This is an optimization exercise on Yosys and OpenROAD, whose aim is small area, a short achievable clock period and few clock cycles per item, not a production implementation. In this exercise RTL edits were held to simulation tests only and were not proved equivalent to the original. Power is estimated from default activity; no workload was simulated.

Setup of v27:
==> flow/design.v (excerpt) <==
module gnn_mlp_4x4x2 #(
  parameter int IN_W  = 5,
  parameter int HID_W = 11,
  parameter int OUT_W = 17
) (
  input  logic                    clk,
  input  logic                    rst_n,
  input  logic                    in_ready,
  input  logic signed [IN_W-1:0]  x0,
  input  logic signed [IN_W-1:0]  x1,
  input  logic signed [IN_W-1:0]  x2,
  input  logic signed [IN_W-1:0]  x3,
  input  logic signed [IN_W-1:0]  w04,
  input  logic signed [IN_W-1:0]  w14,
  input  logic signed [IN_W-1:0]  w24,
  input  logic signed [IN_W-1:0]  w34,
  input  logic signed [IN_W-1:0]  w05,
  input  logic signed [IN_W-1:0]  w15,
  input  logic signed [IN_W-1:0]  w25,
  input  logic signed [IN_W-1:0]  w35,
  input  logic signed [IN_W-1:0]  w06,
  input  logic signed [IN_W-1:0]  w16,
  input  logic signed [IN_W-1:0]  w26,
  input  logic signed [IN_W-1:0]  w36,
  input  logic signed [IN_W-1:0]  w07,
  input  logic signed [IN_W-1:0]  w17,
  input  logic signed [IN_W-1:0]  w27,
  input  logic signed [IN_W-1:0]  w37,
  input  logic signed [IN_W-1:0]  w48,
  input  logic signed [IN_W-1:0]  w58,
  input  logic signed [IN_W-1:0]  w68,
  input  logic signed [IN_W-1:0]  w78,
  input  logic signed [IN_W-1:0]  w49,
  input  logic signed [IN_W-1:0]  w59,
  input  logic signed [IN_W-1:0]  w69,
  input  logic signed [IN_W-1:0]  w79,
  output logic signed [OUT_W-1:0] out0,
  output logic signed [OUT_W-1:0] out1,
  output logic                    out0_ready,
  output logic                    out1_ready
);
==> flow/config.mk <==
export PLATFORM = sky130hd
export DESIGN_NAME = gnn_mlp_4x4x2
export DESIGN_NICKNAME = gnn_mlp_4x4x2
export VERILOG_FILES = /design/flow/design.v
export SDC_FILE = /design/flow/constraint.sdc
export NUM_CORES = 4
export LEC_CHECK = 0
export CAP_MARGIN = 20
export CORE_MARGIN = 2
export CORE_UTILIZATION = 40
export SETUP_SLACK_MARGIN = 4.9
export SLEW_MARGIN = 20
==> flow/constraint.sdc <==
create_clock -name core_clock -period 8.0 [get_ports {clk}]
set_input_delay 1.6000 -clock core_clock [delete_from_list [all_inputs] [get_ports {clk}]]
set_output_delay 1.6000 -clock core_clock [all_outputs]
set_load 0.01 [all_outputs]
standard.sh (not shown) runs the stock make flow with config.mk's settings and CLKGATE_MAP_FILE= SYNTH_SCRIPT=/design/flow/synth_recipe.tcl, a recipe that flattens the netlist after the stock synthesis.
==> flow/flow/run.sh <==
#!/bin/bash
# Standard layout, with these changes:
#  - the full adders the RTL spells out (sum = a ^ b ^ c, carry = majority) are given to
#    synthesis as sky130 full-adder cells, so the adder trees keep the structure written;
#  - ports are buffered with buf_2 instead of the default delay buffer.
set -euo pipefail
python3 flow/fa_cells.py design.v design_fa.v > fa_cells.log 2>&1
bash standard.sh VERILOG_FILES="$PWD/design_fa.v" \
  BUFFER_PORTS_ARGS="-buffer_cell sky130_fd_sc_hd__buf_2" finish > standard.log 2>&1
==> flow/flow/fa_cells.py <==
#!/usr/bin/env python3
"""Rewrite full adders (and half adders  wire S = A ^ B;  wire CO = A & B;) written as  wire S = A ^ B ^ C;  wire CO = (A & B) | (A & C) | (B & C);
into sky130 full-adder cell instances, so that synthesis keeps the adder trees as written.
Usage: fa_cells.py IN.v OUT.v"""
import re, sys
src = open(sys.argv[1]).read().split('\n')
out = []
n = 0
i = 0
rs = re.compile(r'^\s*wire\s+(\S+)\s*=\s*(\S+)\s*\^\s*(\S+)\s*\^\s*(\S+)\s*;\s*$')
rhs = re.compile(r'^\s*wire\s+(\S+)\s*=\s*(\S+)\s*\^\s*(\S+)\s*;\s*$')
rhc = re.compile(r'^\s*wire\s+(\S+)\s*=\s*(\S+)\s*&\s*(\S+)\s*;\s*$')
rc = re.compile(r'^\s*wire\s+(\S+)\s*=\s*\((\S+)\s*&\s*(\S+)\)\s*\|\s*\((\S+)\s*&\s*(\S+)\)\s*\|\s*\((\S+)\s*&\s*(\S+)\)\s*;\s*$')
while i < len(src):
    m1 = rs.match(src[i])
    m2 = rc.match(src[i + 1]) if m1 and i + 1 < len(src) else None
    if m1 and m2:
        s, a, b, c = m1.groups()
        co = m2.group(1)
        assert m2.groups()[1:] == (a, b, a, c, b, c), src[i:i+2]
        n += 1
        out.append(f'  wire {s}, {co};')
        out.append(f'  sky130_fd_sc_hd__fa_1 bfa_{n} (.A({a}), .B({b}), .CIN({c}), .SUM({s}), .COUT({co}));')
        i += 2
    elif rhs.match(src[i]) and i + 1 < len(src) and rhc.match(src[i + 1]) \
            and rhs.match(src[i]).groups()[1:] == rhc.match(src[i + 1]).groups()[1:]:
        s, a, b = rhs.match(src[i]).groups()
        co = rhc.match(src[i + 1]).group(1)
        n += 1
        out.append(f'  wire {s}, {co};')
        out.append(f'  sky130_fd_sc_hd__ha_1 bha_{n} (.A({a}), .B({b}), .SUM({s}), .COUT({co}));')
        i += 2
    else:
        out.append(src[i])
        i += 1
open(sys.argv[2], 'w').write('\n'.join(out))
sys.stderr.write(f'{n} adder cells mapped\n')
The flow did not stop early for v27: all stages ran, and the layout cleared the timing, DRC and antenna checks.
Testbench counts of v27, summed over its fixed seeds: cycles 16,040, items 16,000.
Input changes introduced in v18 (baseline for comparison: v27):
Settings: CTS_CLUSTER_SIZE newly set to 25; CTS_CLUSTER_DIAMETER newly set to 100; SETUP_SLACK_MARGIN changed from 4.9 to 5.0.
--- a/flow/flow/run.sh
+++ b/flow/flow/run.sh
@@ -4,3 +4,3 @@
 #    synthesis as sky130 full-adder cells, so the adder trees keep the structure written;
-#  - ports are buffered with buf_2 instead of the default delay buffer.
+#  - ports are buffered with buf_1 instead of the default delay buffer.
 set -euo pipefail
@@ -8,2 +8,2 @@
 bash standard.sh VERILOG_FILES="$PWD/design_fa.v" \
-  BUFFER_PORTS_ARGS="-buffer_cell sky130_fd_sc_hd__buf_2" finish > standard.log 2>&1
+  BUFFER_PORTS_ARGS="-buffer_cell sky130_fd_sc_hd__buf_1" finish > standard.log 2>&1
Findings:
v18 ends up with a final standard cell utilization of the core that is 0.73 points lower than in v27.
On v18: aggregate routed wire length is about 1.7% higher than what v27 gave.
Per the comparison of v18 with v27, global-route total usage across every layer fell by 0.30 points; relative contribution of sequential cells to total power increased 0.9 points; fraction of met2 tracks used by global routing -1.8 points; worst setup slack has decreased; total CTS buffers lost 52%.
Edits applied to the flow inputs when going from v18 to v43:
Settings: removing CTS_CLUSTER_DIAMETER (formerly 100); removing SETUP_SLACK_MARGIN (formerly 5.0); removing CTS_CLUSTER_SIZE (formerly 25).
--- a/flow/flow/run.sh
+++ b/flow/flow/run.sh
@@ -4,3 +4,3 @@
 #    synthesis as sky130 full-adder cells, so the adder trees keep the structure written;
-#  - ports are buffered with buf_1 instead of the default delay buffer.
+#  - ports are buffered with buf_2 instead of the default delay buffer.
 set -euo pipefail
@@ -8,2 +8,2 @@
 bash standard.sh VERILOG_FILES="$PWD/design_fa.v" \
-  BUFFER_PORTS_ARGS="-buffer_cell sky130_fd_sc_hd__buf_1" finish > standard.log 2>&1
+  BUFFER_PORTS_ARGS="-buffer_cell sky130_fd_sc_hd__buf_2" finish > standard.log 2>&1
==> comparison <==
- Side by side, power density relative to cell area turned out higher in v43 than in v18.
- In the metrics for v18 and v43, the one carrying the higher maximum frequency is v18.
- Re final worst-path setup slack: v18 was higher than v43.
- Compared to v18, the routing of v43 uses less wire.
[inputs] v1 vs v43
Settings: putting SETUP_SLACK_MARGIN at 4.7 where nothing was set; putting CTS_CLUSTER_DIAMETER at 100 where nothing was set; putting CTS_CLUSTER_SIZE at 25 where nothing was set.
--- a/flow/flow/run.sh
+++ b/flow/flow/run.sh
@@ -4,3 +4,3 @@
 #    synthesis as sky130 full-adder cells, so the adder trees keep the structure written;
-#  - ports are buffered with buf_2 instead of the default delay buffer.
+#  - ports are buffered with buf_1 instead of the default delay buffer.
 set -euo pipefail
@@ -8,2 +8,2 @@
 bash standard.sh VERILOG_FILES="$PWD/design_fa.v" \
-  BUFFER_PORTS_ARGS="-buffer_cell sky130_fd_sc_hd__buf_2" finish > standard.log 2>&1
+  BUFFER_PORTS_ARGS="-buffer_cell sky130_fd_sc_hd__buf_1" finish > standard.log 2>&1
Findings:
- v1 ended up with a higher critical path depth than v43 did.
- Count of nets after finishing of v43 is on par with v1.
- From v1 to v43, number of violations of the max-capacitance limit did not move at all.
- Setup slack: v1 > v43
- In the metrics for v43 and v1, the one carrying the lower total track usage is v1.
- No stage failed in v1, and the final checks on the layout all came back clean.
- Fmax: v1 higher than v43
- Cmp v1 vs v43: total of fill cells in the finished design higher in v1
- Min non-clock buffer instance count of the final layout across v43 and v1: v43
- Endpoint of the worst setup timing path: l1t0_r4[6]$_DFF_P_ -> v43, l1t1_r5[15]$_DFF_P_ -> v1

what the ideal ports hide:
In the flow no input, the clock included, has a driving cell. The finished layouts below were timed again as built, in two steps. Step 1 assumes that a clkbuf_16 drives the clock port and a buf_2 every other input. Step 2, shift: input delay + t, output delay - t, t = (earliest + latest rising clock arrival at the registers) / 2. This alone moves slack from input paths to output paths. Slacks: ideal / step 1 / step 2; pairs: ideal / step 1.
run | t (ns) | setup WS [ns] | worst setup path at the end | worst data-port slew with drivers (ns) | pins driven straight from the clock port
v27 | 0.688 | 4.854 / 4.854 / 4.854 | register to register | 0.04 | 1
v18 | 0.682 | 4.840 / 4.840 / 4.840 | register to register | 0.04 | 1
v43 | 0.692 | 4.055 / 4.055 / 4.055 | register to register | 0.05 | 1
v1 | 0.696 | 4.707 / 4.707 / 4.707 | register to register | 0.05 | 1
After both steps every run listed still meets setup and hold.
